Source: an optimization exercise on an open RTL-to-GDS flow (aim: small area, a short achievable clock period and few clock cycles per item). Production flows keep margins and buffers that such runs may drop.
In this exercise RTL edits were held to simulation tests only and were not proved equivalent to the original.

==> design/flow/design.v <==
`timescale 1ns / 1ps
package pszn_pkg;
    localparam int MAX_POINTS = 64;
    localparam int FRAC_BITS  = 12;
    localparam int COORD_W    = 10;
    localparam int OUT_W      = 16;
    localparam int RING_D = 96;
    localparam int TF   = 26;
    localparam int TW   = TF + 12;   
    localparam int RW   = 64;        
    localparam int PW   = TF + 15;   
endpackage
`timescale 1ns / 1ps
module pszn_ring #(
    parameter int WIDTH = 20,
    parameter int DEPTH = 64
) (
    input  logic                     clk,
    input  logic                     we,
    input  logic                     keep,
    input  logic                     clr,
    input  logic [WIDTH-1:0]         wdata,
    input  logic [$clog2(DEPTH)-1:0] rsel,
    output logic [WIDTH-1:0]         rdata,
    output logic                     rvalid
);
    logic [DEPTH*WIDTH-1:0] stages;
    logic [DEPTH-1:0]       valid;
    logic [DEPTH-1:0]       kill;
    always_comb
    begin
        kill = '0;
        kill[rsel] = clr;
    end
    always_ff @(posedge clk)
    begin
        stages <= {stages[(DEPTH-1)*WIDTH-1:0],
                   we ? wdata : stages[DEPTH*WIDTH-1 -: WIDTH]};
        valid  <= {valid[DEPTH-2:0] & ~kill[DEPTH-2:0],
                   we || (valid[DEPTH-1] && keep && !kill[DEPTH-1])};
    end
    assign rdata  = stages[rsel*WIDTH +: WIDTH];
    assign rvalid = valid[rsel];
endmodule
`timescale 1ns / 1ps
import pszn_pkg::*;
module pszn_scale_step
(
    input  logic [RW-1:0] z,
    input  logic [RW-1:0] v,
    input  logic [36:0]   b,
    output logic [RW-1:0] z_nxt,
    output logic [RW-1:0] v_nxt,
    output logic          bit_now
);
    logic [RW-1:0] bx, b4, vop;
    assign bit_now = !z[RW-1];
    assign bx      = RW'(b);
    assign b4      = RW'({b, 2'b00});
    assign vop     = bit_now ? ~v : v;
    assign z_nxt   = {z[RW-3:0], 2'b00} + ~bx + vop + (bit_now ? RW'(2) : RW'(1));
    assign v_nxt   = bit_now ? ({v[RW-2:0], 1'b0} + b4) : ({v[RW-2:0], 1'b0} - b4);
endmodule
`timescale 1ns / 1ps
module pszn_check
(
    input  logic        clk,
    input  logic        rst_n,
    input  logic        start,
    input  logic [15:0] e_mag,
    input  logic [14:0] m_low,
    input  logic [6:0]  n,
    input  logic [36:0] b,
    output logic        busy,
    output logic        done,
    output logic        inc
);
    logic [69:0] acc;
    logic [39:0] mx;
    logic [31:0] my;
    logic [37:0] rr;
    logic [2:0]  op;
    logic [4:0]  cnt;
    logic        cmp;
    logic [69:0] acc_nxt;
    assign acc_nxt = {acc[68:0], 1'b0} + (my[31] ? {30'd0, mx} : 70'd0);
    logic [15:0] a;
    assign a = {1'b0, m_low} + 16'd1;
    always_ff @(posedge clk or negedge rst_n)
    begin
        if (!rst_n)
        begin
            busy <= 1'b0;
            done <= 1'b0;
            op   <= '0;
            cnt  <= '0;
            cmp  <= 1'b0;
        end
        else
        begin
            done <= 1'b0;
            if (start && !busy)
            begin
                busy <= 1'b1;
                op   <= 3'd0;
                cnt  <= '0;
            end
            else if (cmp)
            begin
                cmp  <= 1'b0;
                busy <= 1'b0;
                done <= 1'b1;
            end
            else if (busy)
            begin
                cnt <= cnt + 5'd1;
                if (cnt == 5'd31)
                begin
                    if (op == 3'd3)
                        cmp <= 1'b1;
                    else
                        op <= op + 3'd1;
                end
            end
        end
    end
    always_ff @(posedge clk)
    begin
        if (start && !busy)
        begin
            acc <= '0;
            mx  <= {24'd0, e_mag};
            my  <= {16'd0, e_mag};
        end
        else if (cmp)
        begin
            inc <= acc <= {8'd0, rr, 24'd0};
        end
        else if (busy)
        begin
            if (cnt == 5'd31 && op != 3'd3)
            begin
                acc <= '0;
                case (op)
                    3'd0:
                    begin
                        mx <= acc_nxt[39:0];
                        my <= {25'd0, n - 7'd1};
                    end
                    3'd1:
                    begin
                        rr <= acc_nxt[37:0];
                        mx <= {24'd0, a};
                        my <= {16'd0, a};
                    end
                    3'd2:
                    begin
                        mx <= {3'd0, b};
                        my <= acc_nxt[31:0];
                    end
                    default:
                    begin
                    end
                endcase
            end
            else
            begin
                acc <= acc_nxt;
                my  <= {my[30:0], 1'b0};
            end
        end
    end
endmodule
`timescale 1ns / 1ps
import pszn_pkg::*;
module point_set_zscore_normalizer_core
(
    input  logic                      clk,
    input  logic                      rst_n,
    input  logic                      in_valid,
    output logic                      in_stall,
    input  logic signed [COORD_W-1:0] point_x,
    input  logic signed [COORD_W-1:0] point_y,
    input  logic                      end_of_set,
    output logic                      out_valid,
    input  logic                      out_stall,
    output logic signed [OUT_W-1:0]   norm_x,
    output logic signed [OUT_W-1:0]   norm_y,
    output logic [1:0]                status,
    output logic                      last
);
    logic [1:0]  iq_cnt;
    logic [20:0] iq0, iq1;        
    logic        in_stall_r;
    logic        push, pop;
    logic [1:0]  iq_cnt_nxt;
    assign in_stall   = in_stall_r;
    assign push       = in_valid && !in_stall_r;
    assign iq_cnt_nxt = iq_cnt + {1'b0, push} - {1'b0, pop};
    always_ff @(posedge clk or negedge rst_n)
    begin
        if (!rst_n)
        begin
            iq_cnt     <= '0;
            in_stall_r <= 1'b0;
        end
        else
        begin
            iq_cnt     <= iq_cnt_nxt;
            in_stall_r <= iq_cnt_nxt == 2'd2;
        end
    end
    always_ff @(posedge clk)
    begin
        if (pop)
        begin
            if (iq_cnt == 2'd2)
                iq0 <= iq1;
            else
                iq0 <= {end_of_set, point_y, point_x};
            iq1 <= {end_of_set, point_y, point_x};
        end
        else if (push)
        begin
            if (iq_cnt == 2'd0)
                iq0 <= {end_of_set, point_y, point_x};
            iq1 <= {end_of_set, point_y, point_x};
        end
    end
    logic                      h_eos;
    logic signed [COORD_W-1:0] h_x, h_y;
    assign h_eos = iq0[20];
    assign h_y   = iq0[19:10];
    assign h_x   = iq0[9:0];
    localparam int SW = $clog2(RING_D);
    logic [SW-1:0] occ;           
    logic [SW-1:0] rsel;          
    logic [SW-1:0] ph_off;
    logic [6:0]    n_load;        
    logic          keep, can_write, can_close, wr, rd, skip, rds, ph_taken;
    logic          cs_v;          
    logic          a_v, a_keep, a_eos;
    logic          b_v, b_keep, b_eos;
    logic [19:0]   ring_q;
    logic          ring_v;
    logic [SW-1:0] h_cur, h_new;
    logic [SW:0]   h_sum;
    assign ph_off    = (rsel == SW'(RING_D - 1)) ? '0 : rsel + SW'(1);
    assign ph_taken  = ph_off < occ;
    assign h_new     = ph_off - occ;
    assign h_sum     = {1'b0, h_cur} + {1'b0, h_new};
    assign keep      = n_load != 7'd64;
    assign can_write = (occ == '0)
                    || ((ph_off == occ) && (occ != SW'(RING_D - 1)))
                    || (!ph_taken && (ph_off != SW'(RING_D - 1))
                        && (h_sum <= (SW+1)'(RING_D - 65)));
    assign can_close = !cs_v && !(a_v && a_eos) && !(b_v && b_eos);
    assign pop       = (iq_cnt != 2'd0) && (!keep || can_write) && (!h_eos || can_close);
    assign wr        = pop && keep;
    assign skip      = (occ != '0) && !ring_v;
    assign rds       = rd || skip;
    pszn_ring #(
        .WIDTH (20),
        .DEPTH (RING_D)
    ) u_ring (
        .clk    (clk),
        .we     (wr),
        .keep   (ph_taken),
        .clr    (rds),
        .wdata  ({h_y, h_x}),
        .rsel   (rsel),
        .rdata  (ring_q),
        .rvalid (ring_v)
    );
    always_ff @(posedge clk or negedge rst_n)
    begin
        if (!rst_n)
        begin
            occ    <= '0;
            rsel   <= '0;
            n_load <= '0;
            h_cur  <= '0;
        end
        else
        begin
            if (wr && occ == '0)
            begin
                rsel <= '0;
                occ  <= SW'(1);
            end
            else
            begin
                if (!rds)
                    rsel <= ph_off;
                if (wr)
                    occ <= rds ? ph_off : ph_off + SW'(1);
                else if (rds)
                    occ <= occ - SW'(1);
            end
            if (pop)
            begin
                if (h_eos)
                    h_cur <= '0;
                else if (wr && occ != '0)
                    h_cur <= h_sum[SW-1:0];
                if (h_eos)
                    n_load <= '0;
                else if (keep)
                    n_load <= n_load + 7'd1;
            end
        end
    end
    logic signed [COORD_W-1:0] a_x, a_y, b_x, b_y;
    logic [9:0]                b_hhx, b_hhy, b_llx, b_lly;
    logic signed [10:0]        b_hlx, b_hly;
    logic [6:0]                s_n;
    logic                      s_drop;
    logic signed [16:0]        s_sx, s_sy;
    logic [24:0]               s_qx, s_qy;
    logic signed [16:0]        sx_new, sy_new;
    logic [24:0]               qx_new, qy_new;
    logic [6:0]                n_new;
    logic [6:0]         cs_n;
    logic               cs_drop;
    logic signed [16:0] cs_sx, cs_sy;
    logic [15:0]        cs_ax, cs_ay;     
    logic [24:0]        cs_qx, cs_qy;
    logic               cs_take;
    logic signed [4:0]  a_hx, a_hy;
    logic signed [5:0]  a_lx, a_ly;
    logic signed [10:0] a_hlx, a_hly;
    logic signed [9:0]  a_hhx_s, a_hhy_s;
    logic [24:0]        b_xx, b_yy;
    logic signed [16:0] b_x17, b_y17;
    logic signed [16:0] sx_neg, sy_neg;
    assign a_hx    = a_x[9:5];
    assign a_hy    = a_y[9:5];
    assign a_lx    = {1'b0, a_x[4:0]};
    assign a_ly    = {1'b0, a_y[4:0]};
    assign a_hhx_s = a_hx * a_hx;
    assign a_hhy_s = a_hy * a_hy;
    assign a_hlx   = a_hx * a_lx;
    assign a_hly   = a_hy * a_ly;
    assign b_xx    = {5'd0, b_hhx, 10'd0} + {{8{b_hlx[10]}}, b_hlx, 6'd0} + {15'd0, b_llx};
    assign b_yy    = {5'd0, b_hhy, 10'd0} + {{8{b_hly[10]}}, b_hly, 6'd0} + {15'd0, b_lly};
    assign b_x17  = b_x;
    assign b_y17  = b_y;
    assign sx_new = s_sx + (b_keep ? b_x17 : 17'sd0);
    assign sy_new = s_sy + (b_keep ? b_y17 : 17'sd0);
    assign qx_new = s_qx + (b_keep ? b_xx : 25'd0);
    assign qy_new = s_qy + (b_keep ? b_yy : 25'd0);
    assign n_new  = s_n + {6'd0, b_keep};
    assign sx_neg = -sx_new;
    assign sy_neg = -sy_new;
    always_ff @(posedge clk or negedge rst_n)
    begin
        if (!rst_n)
        begin
            a_v    <= 1'b0;
            b_v    <= 1'b0;
            s_n    <= '0;
            s_drop <= 1'b0;
            s_sx   <= '0;
            s_sy   <= '0;
            s_qx   <= '0;
            s_qy   <= '0;
            cs_v   <= 1'b0;
        end
        else
        begin
            a_v <= pop;
            b_v <= a_v;
            if (b_v)
            begin
                if (b_eos)
                begin
                    s_n    <= '0;
                    s_drop <= 1'b0;
                    s_sx   <= '0;
                    s_sy   <= '0;
                    s_qx   <= '0;
                    s_qy   <= '0;
                end
                else
                begin
                    s_n    <= n_new;
                    s_drop <= s_drop || !b_keep;
                    s_sx   <= sx_new;
                    s_sy   <= sy_new;
                    s_qx   <= qx_new;
                    s_qy   <= qy_new;
                end
            end
            if (b_v && b_eos)
                cs_v <= 1'b1;
            else if (cs_take)
                cs_v <= 1'b0;
        end
    end
    always_ff @(posedge clk)
    begin
        a_x    <= h_x;
        a_y    <= h_y;
        a_keep <= keep;
        a_eos  <= h_eos;
        b_x    <= a_x;
        b_y    <= a_y;
        b_hhx  <= a_hhx_s;
        b_hhy  <= a_hhy_s;
        b_hlx  <= a_hlx;
        b_hly  <= a_hly;
        b_llx  <= a_x[4:0] * a_x[4:0];
        b_lly  <= a_y[4:0] * a_y[4:0];
        b_keep <= a_keep;
        b_eos  <= a_eos;
        if (u_st == U_IDLE && cs_v)
        begin
            cs_qx <= cs_qy;
            cs_ax <= cs_ay;
        end
        if (b_v && b_eos)
        begin
            cs_n    <= n_new;
            cs_drop <= s_drop || !b_keep;
            cs_sx   <= sx_new;
            cs_sy   <= sy_new;
            cs_ax   <= sx_new[16] ? sx_neg[15:0] : sx_new[15:0];
            cs_ay   <= sy_new[16] ? sy_neg[15:0] : sy_new[15:0];
            cs_qx   <= qx_new;
            cs_qy   <= qy_new;
        end
    end
    logic [1:0]             dv;           
    logic [1:0]             rv;           
    logic [1:0][6:0]        d_n;
    logic [1:0][16:0]       d_sx, d_sy;
    logic [1:0][TW-1:0]     d_tx, d_ty;
    logic [1:0][36:0]       d_bx, d_by;
    logic [1:0]             d_zx, d_zy;
    logic [1:0][1:0]        d_st;
    localparam logic [2:0] U_IDLE = 3'd0, U_PX = 3'd1, U_PY = 3'd2, U_BY = 3'd3,
                           U_REC1 = 3'd4, U_REC = 3'd5, U_DONE = 3'd6;
    logic [2:0]         u_st;
    logic               u_ws;            
    logic [6:0]         u_n;
    logic               u_drop;
    logic signed [16:0] u_sx, u_sy;
    logic [19:0]        u_pql;
    logic [18:0]        u_pqh;
    logic [15:0]        u_shh, u_shl, u_sll;
    logic [22:0]        u_bl;
    logic [21:0]        u_bh;
    logic [30:0]        u_dm;            
    logic               u_dzx, u_dzy;    
    logic [36:0]        u_bx, u_by;
    logic [35:0]        u_ri;            
    logic [5:0]         u_kx, u_ky;      
    logic [RW-1:0]      u_zx, u_vx, u_zy, u_vy;
    logic [TW-1:0]      u_xx, u_xy;
    logic [6:0]   mul_n;
    logic [24:0]  mul_q;
    logic [15:0]  mul_a;
    logic [19:0]  mul_pql;
    logic [18:0]  mul_pqh;
    logic [31:0]  d_diff;
    assign mul_n   = cs_n;
    assign mul_q   = cs_qx;
    assign mul_a   = cs_ax;
    assign mul_pql = mul_n * mul_q[12:0];
    assign mul_pqh = mul_n * mul_q[24:13];
    assign d_diff  = {12'd0, u_pql} + {u_pqh, 13'd0}
                   - {u_shh, 16'd0} - {7'd0, u_shl, 9'd0} - {16'd0, u_sll};
    assign cs_take = (u_st == U_PY);
    logic [30:0] mb_d;
    logic [22:0] mb_l;
    logic [21:0] mb_h;
    logic [36:0] b_sum;
    assign mb_d  = u_dm;
    assign mb_l  = u_n * mb_d[15:0];
    assign mb_h  = u_n * mb_d[30:16];
    assign b_sum = {14'd0, u_bl} + {u_bh[20:0], 16'd0};
    logic [3:0] mb_k;
    always_comb
    begin
        mb_k = '0;
        for (int i = 1; i < 15; i++)
        begin
            if (mb_d[2*i] || mb_d[2*i+1])
                mb_k = 4'(i);
        end
        if (mb_d[30])
            mb_k = 4'd15;
    end
    logic [35:0] mb_r;
    assign mb_r = {30'd0, u_n - 7'd1} << {mb_k, 1'b0};
    logic [RW-1:0] zx_nxt, vx_nxt, zy_nxt, vy_nxt;
    logic          bx_now, by_now;
    pszn_scale_step u_stepx (
        .z       (u_zx),
        .v       (u_vx),
        .b       (u_bx),
        .z_nxt   (zx_nxt),
        .v_nxt   (vx_nxt),
        .bit_now (bx_now)
    );
    pszn_scale_step u_stepy (
        .z       (u_zy),
        .v       (u_vy),
        .b       (u_by),
        .z_nxt   (zy_nxt),
        .v_nxt   (vy_nxt),
        .bit_now (by_now)
    );
    logic [RW-1:0] z0;
    assign z0     = {26'd0, u_ri, 2'b00} - RW'(u_bl) - RW'({u_bh, 16'd0});
    logic u_few, u_zx0, u_zy0;
    assign u_few = u_n < 7'd2;
    assign u_zx0 = u_few || u_dzx;
    assign u_zy0 = u_few || u_dzy;
    logic step_x, step_y;
    assign step_x = (u_st == U_REC1 || u_st == U_REC) && (u_kx != '0);
    assign step_y = (u_st == U_REC) && (u_ky != '0);
    always_ff @(posedge clk or negedge rst_n)
    begin
        if (!rst_n)
        begin
            u_st <= U_IDLE;
            u_ws <= 1'b0;
        end
        else
        begin
            case (u_st)
                U_IDLE:
                    if (cs_v)
                        u_st <= U_PX;
                U_PX:
                    u_st <= U_PY;
                U_PY:
                    u_st <= U_BY;
                U_BY:
                    u_st <= U_REC1;
                U_REC1:
                    u_st <= U_REC;
                U_REC:
                    if ((u_kx <= 6'd1) && (u_ky <= 6'd1))
                        u_st <= U_DONE;
                U_DONE:
                    if (!dv[u_ws])
                    begin
                        u_st <= U_IDLE;
                        u_ws <= !u_ws;
                    end
                default:
                    u_st <= U_IDLE;
            endcase
        end
    end
    always_ff @(posedge clk)
    begin
        case (u_st)
            U_IDLE:
            begin
                u_n    <= cs_n;
                u_drop <= cs_drop;
                u_sx   <= cs_sx;
                u_sy   <= cs_sy;
                u_pql  <= mul_pql;
                u_pqh  <= mul_pqh;
                u_shh  <= mul_a[15:8] * mul_a[15:8];
                u_shl  <= mul_a[15:8] * mul_a[7:0];
                u_sll  <= mul_a[7:0] * mul_a[7:0];
            end
            U_PX:
            begin
                u_dm  <= d_diff[30:0];
                u_dzx <= d_diff[30:0] == '0;
                u_pql <= mul_pql;
                u_pqh <= mul_pqh;
                u_shh <= mul_a[15:8] * mul_a[15:8];
                u_shl <= mul_a[15:8] * mul_a[7:0];
                u_sll <= mul_a[7:0] * mul_a[7:0];
            end
            U_PY:
            begin
                u_dm  <= d_diff[30:0];
                u_dzy <= d_diff[30:0] == '0;
                u_bl  <= mb_l;
                u_bh  <= mb_h;
                u_ri  <= mb_r;
                u_kx  <= 6'(TW) - {2'd0, mb_k};
            end
            U_BY:
            begin
                u_bl  <= mb_l;
                u_bh  <= mb_h;
                u_ri  <= mb_r;
                u_ky  <= 6'(TW) - {2'd0, mb_k};
                u_bx  <= b_sum;
                u_zx  <= z0;
                u_vx  <= RW'({b_sum, 2'b00});
                u_xx  <= '0;
            end
            U_REC1:
            begin
                u_by  <= b_sum;
                u_zy  <= z0;
                u_vy  <= RW'({b_sum, 2'b00});
                u_xy  <= '0;
            end
            default:
            begin
            end
        endcase
        if (step_x)
        begin
            u_zx <= zx_nxt;
            u_vx <= vx_nxt;
            u_xx <= {u_xx[TW-2:0], bx_now};
            u_kx <= u_kx - 6'd1;
        end
        if (step_y)
        begin
            u_zy <= zy_nxt;
            u_vy <= vy_nxt;
            u_xy <= {u_xy[TW-2:0], by_now};
            u_ky <= u_ky - 6'd1;
        end
    end
    logic desc_we;
    assign desc_we = (u_st == U_DONE) && !dv[u_ws];
    always_ff @(posedge clk)
    begin
        if (desc_we)
        begin
            d_n[u_ws]  <= u_n;
            d_sx[u_ws] <= u_sx;
            d_sy[u_ws] <= u_sy;
            d_tx[u_ws] <= u_xx;
            d_ty[u_ws] <= u_xy;
            d_bx[u_ws] <= u_bx;
            d_by[u_ws] <= u_by;
            d_zx[u_ws] <= u_zx0;
            d_zy[u_ws] <= u_zy0;
            if (u_few)
                d_st[u_ws] <= 2'd1;
            else if (u_drop)
                d_st[u_ws] <= 2'd3;
            else if (u_dzx || u_dzy)
                d_st[u_ws] <= 2'd2;
            else
                d_st[u_ws] <= 2'd0;
        end
    end
    logic       adv;
    logic       cur;              
    logic [5:0] iidx;             
    logic       i_last;
    assign i_last = {1'b0, iidx} == (d_n[cur] - 7'd1);
    assign rd     = adv && (occ != '0) && ring_v && rv[cur];
    logic                      p0_v, p0_s, p0_l;
    logic signed [COORD_W-1:0] p0_x, p0_y;
    logic [6:0]                p0_n;
    logic signed [16:0]        p0_sx, p0_sy;
    logic                      p1_v, p1_s, p1_l;
    logic signed [17:0]        p1_npx, p1_npy;
    logic signed [16:0]        p1_sx, p1_sy;
    logic                      p2_v, p2_s, p2_l;
    logic [15:0]               p2_ex, p2_ey;
    logic                      p2_nx, p2_ny;
    logic                      p3_v, p3_s, p3_l;
    logic [15:0]               p3_ex, p3_ey;
    logic                      p3_nx, p3_ny;
    logic [3:0][TW+3:0]        p3_qx, p3_qy;    
    logic [16:0]               p3_thx, p3_thy;  
    logic                      p4_v, p4_s, p4_l;
    logic [15:0]               p4_ex, p4_ey;
    logic                      p4_nx, p4_ny;
    logic [14:0]               p4_mx, p4_my;
    logic                      p4_ax, p4_ay;
    logic                      p4_zx, p4_zy;
    logic [1:0]                p4_st;
    logic                      o_v, o_s;
    logic signed [7:0]  p0_ns;
    logic signed [17:0] np_x, np_y;
    assign p0_ns = $signed({1'b0, p0_n});
    assign np_x  = p0_ns * p0_x;
    assign np_y  = p0_ns * p0_y;
    logic signed [17:0] epx, enx, epy, eny;
    assign epx = p1_npx - p1_sx;
    assign enx = p1_sx - p1_npx;
    assign epy = p1_npy - p1_sy;
    assign eny = p1_sy - p1_npy;
    logic [TW-1:0]        p2_tx, p2_ty;
    logic [3:0][TW+3:0]   mqx, mqy;
    assign p2_tx = d_tx[p2_s];
    assign p2_ty = d_ty[p2_s];
    always_comb
    begin
        for (int i = 0; i < 4; i++)
        begin
            mqx[i] = p2_ex[4*i +: 4] * p2_tx;
            mqy[i] = p2_ey[4*i +: 4] * p2_ty;
        end
    end
    logic [PW-1:0] px, py;
    logic          ax_w, ay_w;
    always_comb
    begin
        px = '0;
        py = '0;
        for (int i = 0; i < 4; i++)
        begin
            px = px + (PW'(p3_qx[i]) << (4*i));
            py = py + (PW'(p3_qy[i]) << (4*i));
        end
    end
    assign ax_w = (&px[TF-1:16]) && ({1'b0, px[15:0]} > p3_thx);
    assign ay_w = (&py[TF-1:16]) && ({1'b0, py[15:0]} > p3_thy);
    localparam logic [1:0] SL_IDLE = 2'd0, SL_GO = 2'd1, SL_RUN = 2'd2, SL_DONE = 2'd3;
    logic [1:0] sl_st;
    logic       sl_axis, sl_incx, sl_incy;
    logic       chk_busy, chk_done, chk_inc;
    logic       p4_block;
    assign p4_block = p4_v && (p4_ax || p4_ay) && (sl_st != SL_DONE);
    assign adv      = (!o_v || !out_stall) && !p4_block;
    pszn_check u_check (
        .clk   (clk),
        .rst_n (rst_n),
        .start (sl_st == SL_GO),
        .e_mag (sl_axis ? p4_ey : p4_ex),
        .m_low (sl_axis ? p4_my : p4_mx),
        .n     (d_n[p4_s]),
        .b     (sl_axis ? d_by[p4_s] : d_bx[p4_s]),
        .busy  (chk_busy),
        .done  (chk_done),
        .inc   (chk_inc)
    );
    always_ff @(posedge clk or negedge rst_n)
    begin
        if (!rst_n)
        begin
            sl_st   <= SL_IDLE;
            sl_axis <= 1'b0;
            sl_incx <= 1'b0;
            sl_incy <= 1'b0;
        end
        else
        begin
            case (sl_st)
                SL_IDLE:
                    if (p4_block)
                    begin
                        sl_axis <= !p4_ax;
                        sl_st   <= SL_GO;
                    end
                SL_GO:
                    sl_st <= SL_RUN;
                SL_RUN:
                    if (chk_done)
                    begin
                        if (!sl_axis)
                        begin
                            sl_incx <= chk_inc;
                            if (p4_ay)
                            begin
                                sl_axis <= 1'b1;
                                sl_st   <= SL_GO;
                            end
                            else
                                sl_st <= SL_DONE;
                        end
                        else
                        begin
                            sl_incy <= chk_inc;
                            sl_st   <= SL_DONE;
                        end
                    end
                default:
                    if (adv)
                    begin
                        sl_st   <= SL_IDLE;
                        sl_incx <= 1'b0;
                        sl_incy <= 1'b0;
                    end
            endcase
        end
    end
    logic [15:0]              mx_p1, my_p1, mx_ng, my_ng;
    logic signed [OUT_W-1:0]  zx_val, zy_val;
    assign mx_p1  = {1'b0, p4_mx} + 16'd1;
    assign my_p1  = {1'b0, p4_my} + 16'd1;
    assign mx_ng  = ~{1'b0, p4_mx} + 16'd1;
    assign my_ng  = ~{1'b0, p4_my} + 16'd1;
    assign zx_val = p4_zx ? 16'sd0 : p4_nx ? (sl_incx ? ~{1'b0, p4_mx} : mx_ng)
                                          : (sl_incx ? mx_p1 : {1'b0, p4_mx});
    assign zy_val = p4_zy ? 16'sd0 : p4_ny ? (sl_incy ? ~{1'b0, p4_my} : my_ng)
                                          : (sl_incy ? my_p1 : {1'b0, p4_my});
    always_ff @(posedge clk or negedge rst_n)
    begin
        if (!rst_n)
        begin
            p0_v <= 1'b0;
            p1_v <= 1'b0;
            p2_v <= 1'b0;
            p3_v <= 1'b0;
            p4_v <= 1'b0;
            o_v  <= 1'b0;
            cur  <= 1'b0;
            iidx <= '0;
            dv   <= '0;
            rv   <= '0;
        end
        else
        begin
            if (adv)
            begin
                p0_v <= rd;
                p1_v <= p0_v;
                p2_v <= p1_v;
                p3_v <= p2_v;
                p4_v <= p3_v;
            end
            if (!o_v || !out_stall)
                o_v <= adv && p4_v;
            if (rd)
            begin
                if (i_last)
                begin
                    iidx <= '0;
                    cur  <= !cur;
                end
                else
                    iidx <= iidx + 6'd1;
            end
            if (desc_we && !u_ws)
            begin
                dv[0] <= 1'b1;
                rv[0] <= 1'b1;
            end
            else
            begin
                if (rd && i_last && !cur)
                    rv[0] <= 1'b0;
                if (o_v && !out_stall && last && !o_s)
                    dv[0] <= 1'b0;
            end
            if (desc_we && u_ws)
            begin
                dv[1] <= 1'b1;
                rv[1] <= 1'b1;
            end
            else
            begin
                if (rd && i_last && cur)
                    rv[1] <= 1'b0;
                if (o_v && !out_stall && last && o_s)
                    dv[1] <= 1'b0;
            end
        end
    end
    always_ff @(posedge clk)
    begin
        if (adv)
        begin
            p0_s  <= cur;
            p0_l  <= i_last;
            p0_x  <= $signed(ring_q[9:0]);
            p0_y  <= $signed(ring_q[19:10]);
            p0_n  <= d_n[cur];
            p0_sx <= $signed(d_sx[cur]);
            p0_sy <= $signed(d_sy[cur]);
            p1_s   <= p0_s;
            p1_l   <= p0_l;
            p1_npx <= np_x;
            p1_npy <= np_y;
            p1_sx  <= p0_sx;
            p1_sy  <= p0_sy;
            p2_s  <= p1_s;
            p2_l  <= p1_l;
            p2_nx <= epx[17];
            p2_ny <= epy[17];
            p2_ex <= epx[17] ? enx[15:0] : epx[15:0];
            p2_ey <= epy[17] ? eny[15:0] : epy[15:0];
            p3_s  <= p2_s;
            p3_l  <= p2_l;
            p3_nx <= p2_nx;
            p3_ny <= p2_ny;
            p3_ex <= p2_ex;
            p3_ey <= p2_ey;
            p3_qx <= mqx;
            p3_qy <= mqy;
            p3_thx <= 17'h10000 - {1'b0, p2_ex};
            p3_thy <= 17'h10000 - {1'b0, p2_ey};
            p4_s  <= p3_s;
            p4_l  <= p3_l;
            p4_nx <= p3_nx;
            p4_ny <= p3_ny;
            p4_ex <= p3_ex;
            p4_ey <= p3_ey;
            p4_mx <= px[PW-1:TF];
            p4_my <= py[PW-1:TF];
            p4_ax <= ax_w && !d_zx[p3_s];
            p4_ay <= ay_w && !d_zy[p3_s];
            p4_zx <= d_zx[p3_s];
            p4_zy <= d_zy[p3_s];
            p4_st <= d_st[p3_s];
        end
        if (adv && p4_v)
        begin
            norm_x <= zx_val;
            norm_y <= zy_val;
            status <= p4_st;
            last   <= p4_l;
            o_s    <= p4_s;
        end
    end
    assign out_valid = o_v;
endmodule
==> design/flow/run.sh <==
#!/bin/bash
# synth_recipe.tcl (not shown) runs the flow's synth.tcl, then flattens the netlist and writes it again
# the make line also repeats each setting of config.mk as NAME=value (left out here)
make -C /OpenROAD-flow-scripts/flow DESIGN_CONFIG=/design/flow/config.mk WORK_HOME=/design/flow/orfs CLKGATE_MAP_FILE= SYNTH_SCRIPT=/design/flow/synth_recipe.tcl finish
==> design/flow/config.mk <==
export PLATFORM = sky130hd
export DESIGN_NAME = point_set_zscore_normalizer_core
export DESIGN_NICKNAME = point_set_zscore_normalizer_core
export VERILOG_FILES = /design/flow/design.v
export SDC_FILE = /design/flow/constraint.sdc
export NUM_CORES = 4
export LEC_CHECK = 0
export ABC_CLOCK_PERIOD_IN_PS = 5000
export CAP_MARGIN = 20
export CORE_MARGIN = 2
export CORE_UTILIZATION = 40
export SLEW_MARGIN = 20
==> design/flow/constraint.sdc <==
create_clock -name core_clock -period 10.0 [get_ports {clk}]
set_input_delay 2.0000 -clock core_clock [delete_from_list [all_inputs] [get_ports {clk}]]
set_output_delay 2.0000 -clock core_clock [all_outputs]
set_load 0.01 [all_outputs]
==> run_results.csv, run 1 <==
group,metric,value,unit
global_routing,grt_antenna_before_repair,26,
sta,period_needed,6.99,ns
clock_network,post_cts_buffers,0,
synthesis,synthTopCellsByArea,"edfxtp_1, dfxtp_1, fa_1, ha_1, mux4_2",
detailed_routing,vias,150000,
synthesis,yosysTopAreaCellShare,24.2,%
sta,drv_slew,0,
critical_path,r2r_cells,21,
cells_and_area,num-nets-final,23300,
detailed_routing,dr.pass1.iters,6,
place,place_congestion,0.881,
global_routing,track_usage,18.0,%
place,portBuffers,61,
sta,fin_worst_hold_slack,0.296,ns
sta,rsz0062_at_grt,"no",
min_path,holdPathStages,0,
sta,setup_viol,0,
critical_path,cp_max_fo,69,
critical_path,worstSetupStartpointType,"flop",
clock_network,cts.htree.levels,5,
clock_network,insertion_delay,1.07,ns
min_path,min_to,"u_ring.stages[1698]$_DFF_P_",
synthesis,ys_warn_count,3,
cells_and_area,drive_gt1_share,9.00,%
synthesis,synth_top_area_cell,"edfxtp_1",
critical_path,crit_buf_inv,5,
cells_and_area,final_util,44.3,%
die,die_w,773,µm
sta,fin_crit_sh,69.9,%
cells_and_area,stdcell_area,0.261,mm²
synthesis,synthSimpleGateAreaFrac,10.2,%
clock_network,clock_path_buffers,4,
detailed_routing,drc_errors,0,
critical_path,rrSetupSlack,3.01,ns
synthesis,synth_fp_nets,23400,
clock_network,hold_buffers,0,
critical_path,crit_slowest_cell,"dfrtp_4",
detailed_routing,antenna_left,0,
synthesis,ys_seq_area_share,44.7,%
synthesis,synth_edf_count,1904,
critical_path,cp.required,10.63,ns
synthesis,synth_xor_area_share,5.16,%
synthesis,yosysUniqueCellTypes,98,
critical_path,crit_family,"adder cells",
clock_network,cts_sinks,4291,
critical_path,r2r_end,"iq1[2]$_DFFE_PP_",
run,drv_cap,0,
synthesis,syn_area,0.236,mm²
detailed_routing,drtIter0Drc,9667,
clock_network,clk_pin_slew_worst_paths,0.07,ns
clock_network,clockRootBuffer,"clkbuf_16",
critical_path,cpPeakStageDelay,1.08,ns
global_routing,gr-total-overflow,0,
critical_path,worstSetupPathType,"reg -> reg",
synthesis,ys.flop_type,"dfxtp_1",
die,ios,62,
critical_path,worstPathCellList,"inv_1 > ha_1 > inv_1 > nor2_1 > inv_2 > fa_1 > maj3_1 > nor2_1 > nor2_1 > xnor2_1 > ha_1 > a21boi_0 > nand3_1 > o22a_1 > o22ai_1 > a31o_2 > o211ai_1 > nor2_1 > inv_1 > ha_1 > inv_1",
synthesis,synthMuxAreaShare,7.53,%
clock_network,cts_resized,0,
global_routing,grt_pass1_wl,871000,µm
min_path,hold_path.class,"reg -> reg",
sta,max_freq,143,MHz
synthesis,yosysMostFrequentCell,"dfxtp_1",
synthesis,synthTopCellsByCount,"dfxtp_1, nand2_1, edfxtp_1",
synthesis,synthAdderAreaFrac,18.5,%
status,status,"no timing/DRC/antenna violations",
die,die-area,0.597,mm²
critical_path,regToRegStartpoint,"rsel[1]$_DFFE_PN0P_",
sta,fin_skew,0.0894,ns
die,coreArea,0.589,mm²
detailed_routing,wirelength,547000,µm
synthesis,syn_avg_cell_area,11.5,µm²
sta,worstMarginPinSlew,1.10,ns
sta,relSlewSlack,26.5,%
place,dp_hpwl,394000,µm
global_routing,grt_max_degree,141,
synthesis,synth-seq-cells,4291,
critical_path,end_kind,"flop",
cells_and_area,area_growth,10.4,%
synthesis,synth_compound_area_share,9.52,%
min_path,hp-start,"u_ring.stages[1678]$_DFF_P_",
detailed_routing,viasPerCell,5.23,
die,die-height,773,µm
clock_network,cts_buffers,445,
clock_network,cts_tree,"built",
critical_path,cp_data_arrival_time,7.61,ns
synthesis,synth_top_family_by_area,"adder cells",
place,place_area,0.246,mm²
detailed_routing,drt-wirelength-per-cell,19.0,µm
die,rows,282,
synthesis,syn_inst,20600,
die,start_util,40.1,%
global_routing,grt_pass1_vias,152000,
synthesis,ys_async_sr_fraction,3.80,%
sta,finalHoldViolCount,0,
[stage by stage]
stage / std cells / setup TNS, ns / setup WS, ns
floorplan: 20600 / -1117.14 / -1.59
global placement: 27900 / 0 / 2.79
detailed placement: 27900 / 0 / 2.70
CTS: 28700 / 0 / 2.69
global route: 28700 / 0 / 2.34
finish: 28700 / 0 / 3.01
[kinds of logic (layout without fill, tap and decap cells)]
| family | after synthesis | after routing |
|---|---|---|
| simple gates | 5065 | 5065 |
| fa+ha+maj | 2765 | 2765 |
| other cells | 0 | 3 |
| buf+inv | 2698 | 2978 |
| compound gates | 3506 | 3506 |
| mux | 925 | 925 |
| flops | 4291 | 4291 |
| xor+xnor | 1393 | 1393 |
[how the worst max path moves through the flow]
stage,end,cells past startpoint,from,slack [ns]
floorplan,occ[5]$_DFFE_PN0P_,12,out_stall,-1.59
global placement,iq0[13]$_DFFE_PP_,21,rsel[0]$_DFFE_PN0P_,2.79
detailed placement,iq0[11]$_DFFE_PP_,21,rsel[0]$_DFFE_PN0P_,2.70
CTS,iq0[20]$_DFFE_PP_,21,rsel[0]$_DFFE_PN0P_,2.69
global route,iq1[2]$_DFFE_PP_,21,rsel[1]$_DFFE_PN0P_,2.34
finish,iq1[2]$_DFFE_PP_,21,rsel[1]$_DFFE_PN0P_,3.01
[registers in the layout (all words and copies together) (netlist names), 40 cells and up, named ones only]
| name | count |
|---|---|
| p3_qx | 140 |
| p3_qy | 140 |
| u_check.acc | 70 |
| u_check.mx | 40 |
| u_ring.stages | 1920 |
| u_ring.valid | 96 |
| u_vx | 62 |
| u_vy | 62 |
| u_zx | 63 |
| u_zy | 63 |
[metal layers]
layer	track usage, %	wire [µm]
met2	29.6	254000
met1	25.2	253000
met3	2.11	24700
met4	4.86	15600
met5	0	17
[area by class of cell]
cell class / count / area [µm²]
tap: 7810 / 9770
timing repair buffer: 248 / 2140
sequential: 4291 / 106000
inverter: 1902 / 7160
antenna: 3 / 7.51
multi-input combinational: 13700 / 121000
fill: 54300 / 328000
clock buffer: 589 / 12500
clock inverter: 239 / 2800
[cells in the final DEF (no fill, tap or decap), types with 88 or more instances in the layout]
| master | netlist | routed |
|---|---|---|
| a21o_1 | 481 | 480 |
| o21a_1 | 138 | 138 |
| a211oi_1 | 90 | 90 |
| mux2_2 | 159 | 159 |
| dfxtp_1 | 2224 | 2224 |
| o21bai_1 | 189 | 189 |
| nand4_1 | 102 | 102 |
| and2_1 | 949 | 949 |
| nor2_1 | 891 | 884 |
| edfxtp_1 | 1904 | 1904 |
| nand2_1 | 1994 | 1984 |
| inv_1 | 1891 | 1886 |
| and3_1 | 89 | 89 |
| mux2i_1 | 98 | 98 |
| a22o_1 | 88 | 88 |
| nand2b_1 | 151 | 151 |
| a31oi_1 | 110 | 110 |
| nand3_1 | 173 | 171 |
| xnor2_1 | 935 | 934 |
| nor3_1 | 225 | 221 |
| mux4_2 | 668 | 668 |
| fa_1 | 1218 | 1218 |
| o21ai_0 | 694 | 692 |
| a21oi_1 | 1024 | 1021 |
| clkbuf_16 | 0 | 461 |
| xor2_1 | 458 | 458 |
| dfrtp_1 | 163 | 153 |
| nor2b_1 | 204 | 201 |
| buf_4 | 2 | 177 |
| ha_1 | 1543 | 1543 |
Testbench counts, summed over its fixed seeds: cycles 3,564, items 2,044.
==> run 2, diff against run 1 <==
--- a/design/flow/config.mk
+++ b/design/flow/config.mk
@@ -9,4 +9,5 @@
 export CAP_MARGIN = 20
 export CORE_MARGIN = 2
 export CORE_UTILIZATION = 40
+export SETUP_SLACK_MARGIN = 4.5
 export SLEW_MARGIN = 20
==> run 2 against run 1 <==
  * Clock-buffer cell count fell by 5
  * Maximum frequency rose by 30%
  * Final area rose by 1.8%
  * Sequential share of layout area fell by 0.70 points
  * Synthesized cell count did not move
  * Largest cell class unchanged
  * Register-to-register slack improved by 1.6 ns
  * Hold slack improved by 0.015 ns
  * Die area did not move
==> run_results.csv, run 2 <==
group,metric,value,unit
critical_path,worstPathCellList,"buf_12 > buf_16 > mux2_4 > buf_4 > nand2_1 > fa_1 > inv_1 > fa_1 > ha_2 > or4_1 > a21oi_2 > o31ai_4 > nor3b_4 > o41a_1 > a21oi_2 > o311ai_4 > or4_4 > a31o_2 > a21oi_2 > xnor2_1",
die,ios,62,
synthesis,synthTopCellsByCount,"dfxtp_1, nand2_1, edfxtp_1",
clock_network,clk_pin_slew_worst_paths,0.06,ns
critical_path,worstSetupStartpointType,"flop",
clock_network,cts_tree,"built",
cells_and_area,mostFrequentLayoutCell,"dfxtp_1",
global_routing,grt_antenna_before_repair,20,
sta,setup_viol,0,
detailed_routing,vias,152000,
cells_and_area,drive_gt1_share,11.5,%
global_routing,grt_max_degree,164,
global_routing,gr-usage-met1,25.3,%
sta,setup_tns,0,ns
global_routing,track_usage,18.2,%
sta,rsz0062_at_grt,"yes",
synthesis,synth-seq-cells,4291,
die,coreArea,0.589,mm²
synthesis,yosysTopAreaCellShare,24.2,%
global_routing,gr-total-overflow,0,
sta,relSlewSlack,22.2,%
place,portBuffers,61,
synthesis,yosysUniqueCellTypes,98,
synthesis,synthTopCellsByArea,"edfxtp_1, dfxtp_1, fa_1, ha_1, mux4_2",
place,place_congestion,0.873,
synthesis,synth_edf_count,1904,
detailed_routing,drt-wirelength-per-cell,19.3,µm
critical_path,end_kind,"flop",
die,die_w,773,µm
cells_and_area,layout_common_cells,"dfxtp_1, nand2_1, edfxtp_1",
sta,drv_slew,0,
status,status,"no timing/DRC/antenna violations",
sta,max_freq,186,MHz
critical_path,crit_family,"compound AO/OA/AOI/OAI gates",
die,die-area,0.597,mm²
critical_path,crit_top_cell,"a21oi_2",
clock_network,cts_buffers,443,
die,start_util,40.1,%
run,drv_cap,0,
place,dp_hpwl,393000,µm
critical_path,crit_buf_inv,4,
synthesis,syn_inst,20600,
global_routing,grt.busiest_layer,"met2",
synthesis,ys.flop_type,"dfxtp_1",
critical_path,cp_data_arrival_time,6.17,ns
synthesis,syn_avg_cell_area,11.5,µm²
critical_path,cp_max_fo,8,
critical_path,cp.required,10.79,ns
synthesis,ys_warn_count,3,
clock_network,insertion_delay,1.05,ns
detailed_routing,antenna_left,0,
detailed_routing,dr.pass1.iters,6,
critical_path,crit_slowest_cell,"fa_1",
detailed_routing,wirelength,559000,µm
clock_network,cts.htree.levels,5,
synthesis,syn_area,0.236,mm²
clock_network,clock_path_buffers,4,
clock_network,clockRootBuffer,"clkbuf_16",
cells_and_area,top_regs,"u_ring.stages (1920), p3_qx (140), p3_qy (140)",
critical_path,worstSetupPathType,"reg -> reg",
sta,worstMarginPinSlew,1.15,ns
global_routing,grt_pass1_vias,154000,
detailed_routing,drc_errors,0,
cells_and_area,regMostFlops,"u_ring.stages",
detailed_routing,drtIter0Drc,9867,
synthesis,yosysMostFrequentCell,"dfxtp_1",
synthesis,synth_top_area_cell,"edfxtp_1",
synthesis,synth_fp_nets,23400,
synthesis,ys_async_sr_fraction,3.80,%
min_path,hold_path.class,"reg -> reg",
global_routing,grt_pass1_wl,878000,µm
critical_path,cpPeakStageDelay,0.55,ns
global_routing,use_met3,2.18,%
global_routing,met2_usage,30.1,%
detailed_routing,viasPerCell,5.24,
clock_network,cts_sinks,4291,
sta,period_needed,5.39,ns
cells_and_area,area_growth,12.3,%
sta,finalHoldViolCount,0,
cells_and_area,largest_reg_flops,1920,
cells_and_area,num-nets-final,23600,
synthesis,ys_seq_area_share,44.7,%
die,rows,282,
die,die-height,773,µm
sta,fin_skew,0.0752,ns
sta,fin_crit_sh,53.9,%
[run 2: changes by cell type in the layout (fill, tap and decap cells not counted), sizes merged, moves of 3 or more]
cell	delta
clkinv	+8
inv	-18
diode	+6
or2	+5
buf	+269
bufinv	+3
[run 2: per-layer routing]
metal  share of wire (%)  vias up
met5              0.0061        -
met4                 2.8        4
met3                 4.4      838
met2                  47     2993
met1                  46    76100
li1                    -    72100
[run 2: metrics by stage]
step	hold WS, ns	instance area [µm²]	instances	setup slack [ns]	util [%]
finish	0.311	266000	29000	4.61	45.1
global route	0.304	266000	29000	4.36	45.1
CTS	0.296	263000	28800	4.38	44.6
detailed placement	0.331	246000	27900	2.86	41.7
global placement	0.317	246000	27900	2.94	41.7
floorplan	0.310	237000	20600	-1.52	-
[run 2: final cells by class]
class	instances	area, µm²
clock buffers	584	12200
multi-input cells	13700	123000
clock inverters	232	2940
diodes	9	22.5
fillers	54100	324000
repair inverters	2	12.5
inverters	1902	7170
repair buffers	523	4760
flip-flops and latches	4291	106000
well taps	7810	9770
[run 2: logic make-up after synthesis]
family,synth area share (%)
compound gates,9.52
xor+xnor,5.16
fa+ha+maj,18.5
buf+inv,4.32
flops,44.7
mux,7.53
simple gates,10.2
[run 2: final timing paths]
path	start	end	slack (ns)	depth (start not counted)
min in group asynchronous	rst_n	u_check.cmp$_DFFE_PN0N_	0.99	1
worst min register to register	u_ring.stages[1762]$_DFF_P_	u_ring.stages[1782]$_DFF_P_	0.31	0
worst min-delay path	u_ring.stages[1762]$_DFF_P_	u_ring.stages[1782]$_DFF_P_	0.31	0
max in group asynchronous	rst_n	s_qx[13]$_DFFE_PN0P_	7.59	2
worst max-delay path	p2_s$_DFFE_PP_	p3_qy[40]$_DFFE_PP_	4.61	20
worst max register to register	p2_s$_DFFE_PP_	p3_qy[40]$_DFFE_PP_	4.61	20
[run 2: timing repair]
item / in CTS / in global routing
buffers inserted: 112 / 164
gates cloned: 8 / 9
endpoints found under the setup margin: 512 / 337
pin swaps: 35 / 152
resized for setup: 202 / 314
hold buffers: 0 / 0
[run 2: worst reg2reg max path: stages, from the launching register on]
cell and delay [ns]:
edfxtp_1 0.41, buf_12 0.18, buf_16 0.15, mux2_4 0.22, buf_4 0.11, nand2_1 0.07, fa_1 0.55, inv_1 0.05
fa_1 0.43, ha_2 0.21, or4_1 0.53, a21oi_2 0.21, o31ai_4 0.11, nor3b_4 0.19, o41a_1 0.44, a21oi_2 0.27
o311ai_4 0.13, or4_4 0.44, a31o_2 0.25, a21oi_2 0.14, xnor2_1 0.07
==> run 3, diff against run 2 <==
--- a/design/flow/design.v
+++ b/design/flow/design.v
@@ -4,7 +4,7 @@
     localparam int FRAC_BITS  = 12;
     localparam int COORD_W    = 10;
     localparam int OUT_W      = 16;
-    localparam int RING_D = 96;
+    localparam int RING_D = 112;
     localparam int TF   = 26;
     localparam int TW   = TF + 12;   
     localparam int RW   = 64;        
@@ -690,10 +690,8 @@
     assign enx = p1_sx - p1_npx;
     assign epy = p1_npy - p1_sy;
     assign eny = p1_sy - p1_npy;
-    logic [TW-1:0]        p2_tx, p2_ty;
+    logic [TW-1:0]        p2_tx, p2_ty;    
     logic [3:0][TW+3:0]   mqx, mqy;
-    assign p2_tx = d_tx[p2_s];
-    assign p2_ty = d_ty[p2_s];
     always_comb
     begin
         for (int i = 0; i < 4; i++)
@@ -881,6 +879,8 @@
             p2_ny <= epy[17];
             p2_ex <= epx[17] ? enx[15:0] : epx[15:0];
             p2_ey <= epy[17] ? eny[15:0] : epy[15:0];
+            p2_tx <= d_tx[p1_s];
+            p2_ty <= d_ty[p1_s];
             p3_s  <= p2_s;
             p3_l  <= p2_l;
             p3_nx <= p2_nx;
--- a/design/flow/config.mk
+++ b/design/flow/config.mk
@@ -8,6 +8,6 @@
 export ABC_CLOCK_PERIOD_IN_PS = 5000
 export CAP_MARGIN = 20
 export CORE_MARGIN = 2
-export CORE_UTILIZATION = 40
+export CORE_UTILIZATION = 60
 export SETUP_SLACK_MARGIN = 4.5
 export SLEW_MARGIN = 20
==> run 3 against run 2 <==
  * Worst setup slack got worse by 0.035 ns
  * Sequential cell count increased by 412
  * Synthesized cell count increased by 3.4%
  * Final area up 3.9%
  * Hold slack got worse by 0.034 ns
  * Via count grew 4.8%
  * Routed wire length increased by 9.2%
  * Critical path type unchanged
  * Critical endpoint is now u_vx[56]$_SDFFCE_PN0P_
  * Largest cell class unchanged
==> run_results.csv, run 3 <==
group,metric,value,unit
status,status,"no timing/DRC/antenna violations",
critical_path,cp_max_fo,4,
cells_and_area,area_growth,10.8,%
clock_network,clockRootBuffer,"clkbuf_16",
sta,rsz0062_at_grt,"yes",
synthesis,yosysUniqueCellTypes,104,
synthesis,synthTopCellsByCount,"dfxtp_1, nand2_1, edfxtp_1",
global_routing,gr-total-overflow,0,
global_routing,grt_antenna_before_repair,36,
sta,drv_slew,0,
die,die-area,0.420,mm²
clock_network,clock_path_buffers,4,
detailed_routing,dr.pass1.iters,8,
synthesis,synth-seq-cells,4703,
clock_network,cts_tree,"built",
sta,worstMarginPinSlew,1.24,ns
sta,fin_crit_sh,54.2,%
critical_path,crit_slowest_cell,"edfxtp_1",
die,coreArea,0.413,mm²
detailed_routing,drt-wirelength-per-cell,22.3,µm
synthesis,ys.flop_type,"dfxtp_1",
critical_path,cp.required,10.68,ns
synthesis,ys_warn_count,3,
synthesis,syn_avg_cell_area,11.7,µm²
place,placedCellCount,26200,
clock_network,cts.htree.levels,5,
critical_path,rrSetupSlack,4.58,ns
cells_and_area,mostFrequentLayoutCell,"dfxtp_1",
critical_path,crit_family,"compound AO/OA/AOI/OAI gates",
critical_path,worstSetupStartpointType,"flop",
critical_path,cp-endpoint,"u_vx[56]$_SDFFCE_PN0P_",
cells_and_area,top_regs,"u_ring.stages (2240), p3_qx (140), p3_qy (140)",
detailed_routing,drc_errors,0,
detailed_routing,wirelength,610000,µm
sta,relSlewSlack,17.0,%
cells_and_area,num-nets-final,24300,
detailed_routing,antenna_left,0,
critical_path,cpPeakStageDelay,0.44,ns
critical_path,cp-startpoint,"u_bx[11]$_DFFE_PP_",
cells_and_area,drive_gt1_share,11.7,%
critical_path,end_kind,"flop",
synthesis,synthTopCellsByArea,"edfxtp_1, dfxtp_1, fa_1, ha_1, mux4_2",
cells_and_area,finalNonFillerCells,27400,
global_routing,grt_pass1_vias,160000,
synthesis,ys_seq_area_share,46.1,%
sta,setup_viol,0,
synthesis,ys_async_sr_fraction,3.47,%
clock_network,cts_buffers,464,
min_path,hold_path.class,"reg -> reg",
critical_path,crit_buf_inv,0,
die,start_util,60.3,%
die,rows,236,
place,portBuffers,61,
place,place_congestion,0.929,
global_routing,grt_pass1_wl,943000,µm
global_routing,track_usage,28.9,%
die,die_w,648,µm
synthesis,yosysTopAreaCellShare,23.9,%
synthesis,syn_inst,21300,
cells_and_area,regMostFlops,"u_ring.stages",
detailed_routing,drtIter0Drc,12000,
sta,fin_skew,0.112,ns
cells_and_area,largest_reg_flops,2240,
synthesis,yosysMostFrequentCell,"dfxtp_1",
sta,period_needed,5.42,ns
cells_and_area,layout_common_cells,"dfxtp_1, edfxtp_1, nand2_1",
global_routing,grt_max_degree,153,
critical_path,r2r_end,"u_vx[56]$_SDFFCE_PN0P_",
place,dp_hpwl,432000,µm
sta,max_freq,184,MHz
die,die-height,648,µm
synthesis,synth_fp_nets,24100,
critical_path,regToRegStartpoint,"u_bx[11]$_DFFE_PP_",
critical_path,r2r_cells,20,
critical_path,worstSetupPathType,"reg -> reg",
critical_path,cp.depth,20,
place,pre_cts_slack,2.43,ns
critical_path,worstPathCellList,"or3_4 > nor3_4 > and3_4 > nand2_4 > nor3_4 > and2_4 > a41oi_2 > xnor2_1 > ha_2 > a21oi_2 > nor3b_2 > a31oi_2 > o311a_4 > a311o_2 > a41o_1 > o311a_1 > nor2_4 > o21bai_1 > xnor2_1 > nor2_1",
sta,fin_ws,4.58,ns
clock_network,insertion_delay,1.06,ns
die,ios,62,
synthesis,synth_edf_count,1980,
sta,finalHoldViolCount,0,
clock_network,clk_pin_slew_worst_paths,0.06,ns
synthesis,synth_top_area_cell,"edfxtp_1",
detailed_routing,vias,159000,
detailed_routing,viasPerCell,5.83,
critical_path,cp_data_arrival_time,6.10,ns
run,drv_cap,0,
clock_network,cts_sinks,4703,
synthesis,syn_area,0.249,mm²
## run 3: cell type report
cell class	instances	area, µm²
diodes	10	25.0
clock buffers	606	13000
clock inverters	261	3180
fillers	31300	137000
inverters	1923	7250
multi-input cells	13900	126000
flip-flops and latches	4703	115000
well taps	5474	6850
repair buffers	508	4990
repair inverters	2	15.0
## run 3: how the worst min path moves through the flow
stage,start,end,slack (ns),cells after the start
floorplan,a_keep$_DFF_P_,b_keep$_DFF_P_,0.31,0
global placement,a_keep$_DFF_P_,b_keep$_DFF_P_,0.31,0
detailed placement,a_keep$_DFF_P_,b_keep$_DFF_P_,0.32,0
CTS,u_ring.stages[691]$_DFF_P_,u_ring.stages[711]$_DFF_P_,0.25,0
global route,u_ring.stages[191]$_DFF_P_,u_ring.stages[211]$_DFF_P_,0.25,0
finish,u_ring.stages[691]$_DFF_P_,u_ring.stages[711]$_DFF_P_,0.28,0
## run 3: through the flow
step	TNS (ns)	utilization (%)	hold WS, ns	cell area (µm²)
after floorplan	-2173.46	-	0.310	249000
after global placement	0	61.7	0.314	255000
after detailed placement	0	61.7	0.320	255000
after CTS	0	66.2	0.249	274000
after global routing	0	66.8	0.252	276000
final	0	66.8	0.277	276000
## run 3: cell families after synthesis
family,after synthesis,synth area share (%)
buf+inv,2779,4.22
xor+xnor,1377,4.84
simple gates,5160,9.92
flops,4703,46.1
compound gates,3485,9.00
fa+ha+maj,2775,17.6
mux,1068,8.35
## run 3: what timing repair did
item                       in CTS  in global routing
setup buffers                 128                120
cloned                          8                  9
pin swaps                      24                 79
resized for setup             198                272
hold endpoints to repair        0                  0
setup endpoints to repair     355                312
hold buffers                    0                  0
## run 3: worst reg2reg max path: cells and delay by family, from the launching register on
| family | cells | cell delay (ns) |
|---|---|---|
| and+or+nand+nor | 9 | 1.95 |
| DFF | 1 | 0.44 |
| xor gates and xnor gates | 2 | 0.34 |
| AOI/OAI and AO/OA | 8 | 2.08 |
| adders and majority gates | 1 | 0.31 |
## run 3: metal layers
metal | vias up | track usage (%) | wire, µm
li1 | 74500 | - | -
met1 | 79900 | 41.2 | 272000
met2 | 4046 | 45.9 | 279000
met3 | 901 | 3.38 | 33900
met4 | 6 | 10.3 | 24100
met5 | - | 0 | 39
Testbench counts of run 3, summed over its fixed seeds: cycles 3,180, items 2,044.
==> run 4, diff against run 3 <==
--- a/design/flow/config.mk
+++ b/design/flow/config.mk
@@ -8,6 +8,6 @@
 export ABC_CLOCK_PERIOD_IN_PS = 5000
 export CAP_MARGIN = 20
 export CORE_MARGIN = 2
-export CORE_UTILIZATION = 60
+export CORE_UTILIZATION = 40
 export SETUP_SLACK_MARGIN = 4.5
 export SLEW_MARGIN = 20
==> run 4 against run 3 <==
  * Still clean
  * Clock skew shrank 0.0048 ns
  * Sequential share of layout area shrank 0.50 points
  * Die area grew 50%
  * Cell count grew 10%
  * Maximum frequency shrank 0.17%
  * Routed wire length shrank 3.9%
  * Hold slack gained 0.0083 ns
  * Synthesized cell count is the same
  * Synthesized area is the same
==> run_results.csv, run 4 <==
group,metric,value,unit
status,status,"no timing/DRC/antenna violations",
place,placedCellCount,29000,
synthesis,ys_warn_count,3,
critical_path,r2r_cells,17,
min_path,hold_path.class,"reg -> reg",
sta,finalHoldViolCount,0,
synthesis,yosysTopAreaCellShare,23.9,%
detailed_routing,drc_errors,0,
die,start_util,40.2,%
die,ios,62,
synthesis,ys_async_sr_fraction,3.47,%
cells_and_area,mostFrequentLayoutCell,"dfxtp_1",
die,die-area,0.629,mm²
place,place_area,0.259,mm²
synthesis,syn_area,0.249,mm²
min_path,holdPathStages,0,
synthesis,yosysMostFrequentCell,"dfxtp_1",
synthesis,ys.flop_type,"dfxtp_1",
synthesis,synth_top_area_cell,"edfxtp_1",
cells_and_area,area_growth,12.1,%
critical_path,cp_max_fo,50,
critical_path,rrSetupSlack,4.57,ns
synthesis,syn_avg_cell_area,11.7,µm²
clock_network,clock_path_buffers,4,
synthesis,synth_fp_nets,24100,
clock_network,hold_buffers,0,
sta,setup_viol,0,
detailed_routing,wirelength,586000,µm
cells_and_area,drive_gt1_share,11.5,%
sta,worstMarginPinSlew,1.06,ns
synthesis,syn_inst,21300,
sta,setup_tns,0,ns
clock_network,insertion_delay,1.10,ns
global_routing,gr-total-overflow,0,
place,pre_cts_slack,2.65,ns
global_routing,track_usage,18.2,%
critical_path,cp_data_arrival_time,6.14,ns
cells_and_area,top_regs,"u_ring.stages (2240), p3_qx (140), p3_qy (140)",
critical_path,worstSetupPathType,"reg -> reg",
detailed_routing,vias,157000,
sta,period_needed,5.43,ns
sta,max_freq,184,MHz
sta,rsz0062_at_grt,"no",
detailed_routing,drtIter0Drc,10300,
synthesis,synth_edf_count,1980,
sta,fin_ws,4.57,ns
detailed_routing,viasPerCell,5.21,
die,coreArea,0.620,mm²
place,place_congestion,0.883,
min_path,hp-start,"u_ring.stages[510]$_DFF_P_",
cells_and_area,num-nets-final,24300,
synthesis,synthTopCellsByArea,"edfxtp_1, dfxtp_1, fa_1, ha_1, mux4_2",
clock_network,cts_buffers,475,
critical_path,cp.required,10.71,ns
sta,fin_worst_hold_slack,0.285,ns
cells_and_area,finalNonFillerCells,30200,
place,dp_hpwl,414000,µm
cells_and_area,largest_reg_flops,2240,
clock_network,cts_sinks,4703,
global_routing,grt_max_degree,161,
global_routing,grt_antenna_before_repair,27,
die,die_w,793,µm
critical_path,worstSetupStartpointType,"flop",
synthesis,synth-seq-cells,4703,
die,rows,289,
min_path,min_to,"u_ring.stages[530]$_DFF_P_",
detailed_routing,drt-wirelength-per-cell,19.4,µm
clock_network,clk_pin_slew_worst_paths,0.06,ns
sta,fin_crit_sh,54.3,%
clock_network,cts.htree.levels,5,
cells_and_area,regMostFlops,"u_ring.stages",
die,die-height,793,µm
critical_path,end_kind,"flop",
global_routing,grt_pass1_wl,916000,µm
synthesis,yosysUniqueCellTypes,104,
detailed_routing,dr.pass1.iters,6,
detailed_routing,antenna_left,0,
cells_and_area,stdcell_area,0.279,mm²
critical_path,regToRegStartpoint,"u_zy[63]$_DFFE_PP_",
synthesis,synthTopCellsByCount,"dfxtp_1, nand2_1, edfxtp_1",
clock_network,cts_tree,"built",
synthesis,ys_seq_area_share,46.1,%
global_routing,grt_pass1_vias,158000,
place,portBuffers,61,
critical_path,r2r_end,"u_vy[42]$_SDFFCE_PN0P_",
sta,drv_slew,0,
sta,relSlewSlack,28.5,%
clock_network,clockRootBuffer,"clkbuf_16",
cells_and_area,layout_common_cells,"dfxtp_1, edfxtp_1, nand2_1",
run,drv_cap,0,
sta,fin_skew,0.107,ns
## run 4: cell counts after synthesis
Identical to the previous run, type by type.
## run 4: kinds of logic after synthesis
logic type	after synthesis	share of synthesized area, %
AND/OR/NAND/NOR	5160	9.92
flip-flops	4703	46.1
adder cells (fa/ha/maj)	2775	17.6
multiplexers	1068	8.35
AO/OA/AOI/OAI	3485	9.00
buffers and inverters	2779	4.22
XOR/XNOR	1377	4.84
## run 4: what timing repair did
item,CTS,global route
setup endpoints to repair,417,266
gates cloned,8,6
hold endpoints to repair,0,0
setup buffers,103,125
resized for setup,162,216
pin swaps,24,59
## run 4: worst max-delay path: stages, from the launching register on
cell      delay, ns
edfxtp_1       0.45
buf_16         0.21
inv_1          0.22
buf_4          0.38
o21ai_0        0.19
xnor2_1        0.17
ha_1           0.35
nand2_1        0.09
o211ai_1       0.35
nand4_1        0.23
a21oi_1        0.35
o21ai_1        0.32
a21boi_1       0.47
a21oi_1        0.22
o21ai_0        0.55
a41o_1         0.27
xnor2_1        0.14
nor2_1         0.06
## run 4: how the worst max path moves through the flow
stage,startpoint,to,cells past startpoint
after floorplan,out_stall,p0_l$_DFFE_PP_,3
after global placement,rsel[0]$_DFFE_PN0P_,u_ring.valid[26]$_DFF_P_,12
after detailed placement,rsel[0]$_DFFE_PN0P_,u_ring.valid[2]$_DFF_P_,12
after CTS,p2_ex[9]$_DFFE_PP_,p3_qx[116]$_DFFE_PP_,18
after global routing,u_bl[2]$_DFFE_PP_,u_zx[55]$_DFFE_PP_,27
final,u_zy[63]$_DFFE_PP_,u_vy[42]$_SDFFCE_PN0P_,17
## run 4: through the flow
| stage | util, % |
|---|---|
| finish | 45.0 |
| global placement | 41.7 |
| floorplan | - |
| global route | 45.0 |
| CTS | 44.7 |
| detailed placement | 41.7 |
## run 4: area by class of cell
type | count | area (µm²)
fill | 56600 | 341000
multi-input combinational | 13900 | 125000
sequential | 4703 | 115000
clock buffer | 637 | 13400
tap | 8293 | 10400
inverter | 1923 | 7250
timing repair buffer | 486 | 4820
clock inverter | 262 | 3150
antenna | 13 | 32.5
timing repair inverter | 1 | 7.51
## run 4: routing by layer
layer  GRT usage, %  share of wire [%]
met5              0             0.0046
met4           5.57                3.4
met3           2.14                4.6
met2           29.7                 46
met1           25.5                 46

==> port drivers added, routing unchanged <==
No port has a modelled driver above. Below, the same layouts with a new extraction and two added sets of constraints. Step 1: set_driving_cell puts a clkbuf_16 on clk and a buf_2 on each other input, an assumption about the parent block. Step 2 moves the port delays by t, midway between the first and last clock arrival at a register: inputs arrive t later, outputs are due t later. That takes back most of the time a late clock gives input paths. Slacks: ideal / step 1 / step 2; pairs: ideal / step 1.
| run | t (ns) | setup slack, ns | worst data-port slew with drivers (ns) | cell pins on the clock port's net |
|---|---|---|---|---|
| run 1 | 1.137 | 3.014 / 3.014 / 3.014 | 0.09 | 1 |
| run 2 | 1.129 | 4.614 / 4.614 / 3.862 | 0.13 | 1 |
| run 3 | 1.115 | 4.579 / 4.579 / 3.583 | 0.16 | 1 |
| run 4 | 1.154 | 4.570 / 4.570 / 3.842 | 0.09 | 1 |
After both steps every run listed still meets setup and hold. The setup slack of run 3, which loses most, moves by 0.000 ns with the drivers and by -0.996 ns with both steps.
